Background: an optimization exercise with open tools, aiming at small area, a short achievable clock period and few clock cycles. Do not read the settings as production practice.
At most, simulation tests tie the RTL to the original design; equivalence was not proved.
Power and IR drop assume default switching activity.

==> xenon: inputs <==
==> flow/design.v (excerpt) <==
module dwconv_top (
  input  logic                  clk,
  input  logic                  rstn,
  input  logic                  in_req,
  input  dwconv_pkg::window_t   in_data,
  output logic                  in_ack,
  output logic                  out_req,
  output dwconv_pkg::out_word_t out_data,
  input  logic                  out_ack
);
==> module requant_relu, before the edit <==
module requant_relu #(
  parameter int W = 16
) (
  input  logic signed [W-1:0] s,
  output logic [6:0]          q
);
  logic sat;
  assign sat = (|s[W-2:11]) || (s[10] && s[9] && (|s[8:4]));
  always_comb begin
    if (s[W-1]) begin
      q = '0;
    end else if (sat) begin
      q = 7'(96);
    end else begin
      q = s[10:4];
    end
  end
endmodule
Settings: LEC_CHECK=0, CAP_MARGIN=20, CORE_MARGIN=2, CORE_UTILIZATION=40, SETUP_SLACK_MARGIN=3.2, SLEW_MARGIN=20, SYNTH_HIERARCHICAL=1, SYNTH_MINIMUM_KEEP_SIZE=0; clock period 6.0 ns.
standard.sh (not shown) runs the stock make flow with config.mk's settings and CLKGATE_MAP_FILE= SYNTH_SCRIPT=/design/flow/synth_recipe.tcl, a recipe that flattens the netlist after the stock synthesis.
==> flow/flow/run.sh <==
#!/bin/bash
# Standard layout (the standard.sh, standard synthesis included), except
# that the input and output port buffers are plain sky130_fd_sc_hd__buf_1
# cells rather than the delay cell that buffer_ports picks by default.
# Every port still gets its own buffer; the resizer may still upsize them.
set -e
export BUFFER_PORTS_ARGS="-buffer_cell sky130_fd_sc_hd__buf_1"
bash standard.sh > standard.log 2>&1
==> violet: changes against xenon <==
--- a/flow/design.v
+++ b/flow/design.v
@@ -5382,12 +5382,11 @@
   input  logic signed [W-1:0] s,
   output logic [6:0]          q
 );
-  logic sat;
-  assign sat = (|s[W-2:11]) || (s[10] && s[9] && (|s[8:4]));
+  localparam logic signed [W-1:0] SAT = (96 + 1) << 4;
   always_comb begin
     if (s[W-1]) begin
       q = '0;
-    end else if (sat) begin
+    end else if (s >= SAT) begin
       q = 7'(96);
     end else begin
       q = s[10:4];
==> flow/run.sh (new file) <==
#!/bin/bash
# synth_recipe.tcl (not shown) runs the flow's synth.tcl, then flattens the netlist and writes it again
# the make line also repeats each setting of config.mk as NAME=value (left out here)
make -C /OpenROAD-flow-scripts/flow DESIGN_CONFIG=/design/flow/config.mk WORK_HOME=/design/flow/orfs CLKGATE_MAP_FILE= SYNTH_SCRIPT=/design/flow/synth_recipe.tcl finish
SETUP_SLACK_MARGIN = default   (was 3.2)
removed: flow/flow/run.sh
removed: flow/standard.sh
==> cedar: changes against xenon <==
--- a/flow/design.v
+++ b/flow/design.v
@@ -5382,12 +5382,11 @@
   input  logic signed [W-1:0] s,
   output logic [6:0]          q
 );
-  logic sat;
-  assign sat = (|s[W-2:11]) || (s[10] && s[9] && (|s[8:4]));
+  localparam logic signed [W-1:0] SAT = (96 + 1) << 4;
   always_comb begin
     if (s[W-1]) begin
       q = '0;
-    end else if (sat) begin
+    end else if (s >= SAT) begin
       q = 7'(96);
     end else begin
       q = s[10:4];
ABC_CLOCK_PERIOD_IN_PS = 2500   (was default)
SETUP_SLACK_MARGIN = default   (was 3.2)
==> comparison <==
Utilization, highest first: violet, xenon, cedar.
The highest first-iteration DRC count belongs to violet, the lowest to xenon.
cedar passed the timing, design-rule and antenna checks. violet ran to the end with no violations. xenon finished with timing, DRC and antenna clean.
Total power, lowest first: cedar, xenon, violet.
In area after synthesis, cedar and violet do not differ.
Between violet and cedar, the lower global-route usage is in cedar (gap 0.42 points).
Between cedar and xenon, the lower combinational power is in cedar (gap about 3%, measured against xenon).
Wire length, highest first: xenon, violet, cedar.
Sequential power is about the same in violet and xenon.
Testbench counts of xenon, summed over its fixed seeds: cycles 12,800.
The RTL of violet and cedar was laid out without a check of its function.

---

==> run a: inputs <==
Another version of the RTL of dwconv_top (not shown whole).
Settings: LEC_CHECK=0, ABC_AREA=1, CAP_MARGIN=20, CORE_MARGIN=2, CORE_UTILIZATION=60, CTS_CLUSTER_DIAMETER=80, CTS_CLUSTER_SIZE=30, SETUP_SLACK_MARGIN=3.4, SLEW_MARGIN=20, SYNTH_HIERARCHICAL=1, SYNTH_MINIMUM_KEEP_SIZE=0; clock period 6.0 ns.
==> flow/flow/run.sh <==
#!/bin/bash
# Standard layout (the standard.sh, standard synthesis included), except
# that the input and output port buffers are plain sky130_fd_sc_hd__buf_1
# cells rather than the delay cell that buffer_ports picks by default.
# Every port still gets its own buffer; the resizer may still upsize them.
set -e
export BUFFER_PORTS_ARGS="-buffer_cell sky130_fd_sc_hd__buf_1"
bash standard.sh > standard.log 2>&1
==> inputs of run b, as changes to run a <==
ABC_AREA = not set   (was 1)
SETUP_SLACK_MARGIN = 3.6   (was 3.4)
==> comparison table <==
	run a	run b
Largest net degree at the start of global routing	58	59
Most common library cell in the layout ignoring fill and taps	sky130_fd_sc_hd__fa_1	sky130_fd_sc_hd__dfxtp_1
Gpl congestion	0.980	0.980
Critical path startpoint	in_data[516]	u_mac0.s1_n300
Number of antenna violations at the first check in global routing	33	26
ANT cells	21	14
Proportion of layout cells with a drive suffix above 1	0.106	0.284
Highest ir drop seen on vdd	0.000432 V	0.000372 V
Area of the core	71200 um2	69900 um2
Die Outline Area	73800 um2	72700 um2
Total internal power	13.6 mW	15.2 mW
Vias in the first global route	28600	28000
Sequential power	7.58 mW	7.61 mW
GR Layer Usage met1	0.327	0.345
Hold path endpoint	u_mac6.cs_n437	u_mac3.cs_n320
Footprint of the flip-flops and latches	14600 um2	14600 um2
Final critical-path required period	2.62 ns	2.65 ns
Die Span X	272 um	270 um
Wire length the detailed router placed on met1	35500 um	35900 um
Global-route wire length before repair	153000 um	154000 um
Status	timing/DRC/antenna clean	timing/DRC/antenna clean
Crit Path Category	input pin to register	register to register
Repair and plain buffers	629	672
Testbench counts of run a, summed over its fixed seeds: cycles 12,800.
Testbench counts of run b, summed over its fixed seeds: cycles 12,800.

---

==> v20 <==
dwconv_top again, from the RTL that the note above started with.
Design dwconv_top, start of the top module:
module dwconv_top (
  input  logic                  clk,
  input  logic                  rstn,
  input  logic                  in_req,
  input  dwconv_pkg::window_t   in_data,
  output logic                  in_ack,
  output logic                  out_req,
  output dwconv_pkg::out_word_t out_data,
  input  logic                  out_ack
);
  localparam int WIN_W = 9 * 8;
  logic        capture;
  logic        load;
  logic [55:0] res;
  dwconv_ctrl u_ctrl (
    .clk     (clk),
    .rstn    (rstn),
    .in_req  (in_req),
    .out_ack (out_ack),
    .in_ack  (in_ack),
    .out_req (out_req),
    .capture (capture),
    .load    (load)
  );
  channel_mac0 u_mac0 (.clk(clk), .win(in_data[0*WIN_W +: WIN_W]), .q(res[0*7 +: 7]));
  channel_mac1 u_mac1 (.clk(clk), .win(in_data[1*WIN_W +: WIN_W]), .q(res[1*7 +: 7]));
  channel_mac2 u_mac2 (.clk(clk), .win(in_data[2*WIN_W +: WIN_W]), .q(res[2*7 +: 7]));
  channel_mac3 u_mac3 (.clk(clk), .win(in_data[3*WIN_W +: WIN_W]), .q(res[3*7 +: 7]));
  channel_mac4 u_mac4 (.clk(clk), .win(in_data[4*WIN_W +: WIN_W]), .q(res[4*7 +: 7]));
  channel_mac5 u_mac5 (.clk(clk), .win(in_data[5*WIN_W +: WIN_W]), .q(res[5*7 +: 7]));
  channel_mac6 u_mac6 (.clk(clk), .win(in_data[6*WIN_W +: WIN_W]), .q(res[6*7 +: 7]));
  channel_mac7 u_mac7 (.clk(clk), .win(in_data[7*WIN_W +: WIN_W]), .q(res[7*7 +: 7]));
  result_fifo u_out (
    .clk  (clk),
    .load (load),
    .din  (res),
    .dout (out_data)
  );
endmodule
==> flow/config.mk <==
export PLATFORM = sky130hd
export DESIGN_NAME = dwconv_top
export DESIGN_NICKNAME = dwconv_top
export VERILOG_FILES = /design/flow/design.v
export SDC_FILE = /design/flow/constraint.sdc
export NUM_CORES = 4
export LEC_CHECK = 0
export CAP_MARGIN = 20
export CORE_MARGIN = 2
export CORE_UTILIZATION = 50
export CTS_CLUSTER_DIAMETER = 80
export CTS_CLUSTER_SIZE = 30
export SETUP_SLACK_MARGIN = 3.4
export SLEW_MARGIN = 20
export SYNTH_HIERARCHICAL = 1
export SYNTH_MINIMUM_KEEP_SIZE = 0
==> flow/constraint.sdc <==
create_clock -name core_clock -period 6.0 [get_ports {clk}]
set_input_delay 1.2000 -clock core_clock [delete_from_list [all_inputs] [get_ports {clk}]]
set_output_delay 1.2000 -clock core_clock [all_outputs]
set_load 0.01 [all_outputs]
Scripts as last shown in full above: flow/flow/run.sh
==> inputs of v3, as changes to v20 <==
--- a/flow/config.mk
+++ b/flow/config.mk
@@ -8,5 +8,5 @@
 export CAP_MARGIN = 20
 export CORE_MARGIN = 2
-export CORE_UTILIZATION = 50
+export CORE_UTILIZATION = 60
 export CTS_CLUSTER_DIAMETER = 80
 export CTS_CLUSTER_SIZE = 30
==> comparison table <==
item	v3	v20
Met3 wire len	4970 microns	5340 microns
Clock latency on the worst-skew pair	580 ps	600 ps
Number of antenna violations at the first check in global routing	1	23
Sw Share	40.6%	40.1%
Via count of the first global-routing pass	27,600	26,700
Y dimension of the die	270 microns	295 microns
Power in the clock group	3.08 mW	3.11 mW
Crit path largest cell delay	500 ps	530 ps
Met1 Track Usage GR	36.5%	29.6%
Max transition margin	35.6%	35.8%
Result of the run	timing/DRC/antenna clean	timing/DRC/antenna clean
Diodes inserted	0	5
Util after Layout	68.8%	57.8%
Total power of the final layout	24.1 mW	23.7 mW
Critical path data arrival time	3090 ps	3240 ps
Final period demand of the worst path	2620 ps	2700 ps
Testbench counts of v20, summed over its fixed seeds: cycles 12,800.
Testbench counts of v3, summed over its fixed seeds: cycles 12,800.

## what the ideal ports hide
Ports are ideal in the flow. The routed layouts listed here were re-timed in OpenROAD.
Step 1 sets driving cells, clkbuf_16 on the clock port and buf_2 on the other inputs (assumed; they add their load-dependent delay and slew).
Step 2 times the ports against the registers' clock, not the clock port: input delays grow and output delays shrink by t, the midpoint of the rising clock arrivals with the driver on.
Slacks: no drivers / after step 1 / after step 2; pairs: no drivers / after step 1.
| run | shift t [ns] | slack for setup (ns) | worst setup path at the end | worst register clock-pin slew, ns | worst slew at a driven data input, ns |
|---|---|---|---|---|---|
| xenon | 0.692 | 3.182 / 3.205 / 2.513 | input to register | 0.06 / 0.06 | 0.21 |
| violet | 0.708 | 2.611 / 2.611 / 1.953 | input to register | 0.07 / 0.07 | 0.16 |
| cedar | 0.703 | 2.516 / 2.516 / 2.236 | input to register | 0.06 / 0.06 | 0.17 |
| run a | 0.657 | 3.377 / 3.403 / 2.761 | input to register | 0.12 / 0.12 | 0.13 |
| run b | 0.653 | 3.349 / 3.349 / 2.913 | input to register | 0.12 / 0.12 | 0.14 |
| v20 | 0.653 | 3.303 / 3.303 / 2.764 | input to register | 0.12 / 0.12 | 0.15 |
| v3 | 0.643 | 3.376 / 3.376 / 2.756 | input to register | 0.11 / 0.11 | 0.06 |
After both steps setup and hold are still met in every run listed. The setup slack of xenon, which loses most, moves by +0.023 ns with the drivers and by -0.669 ns with both steps.
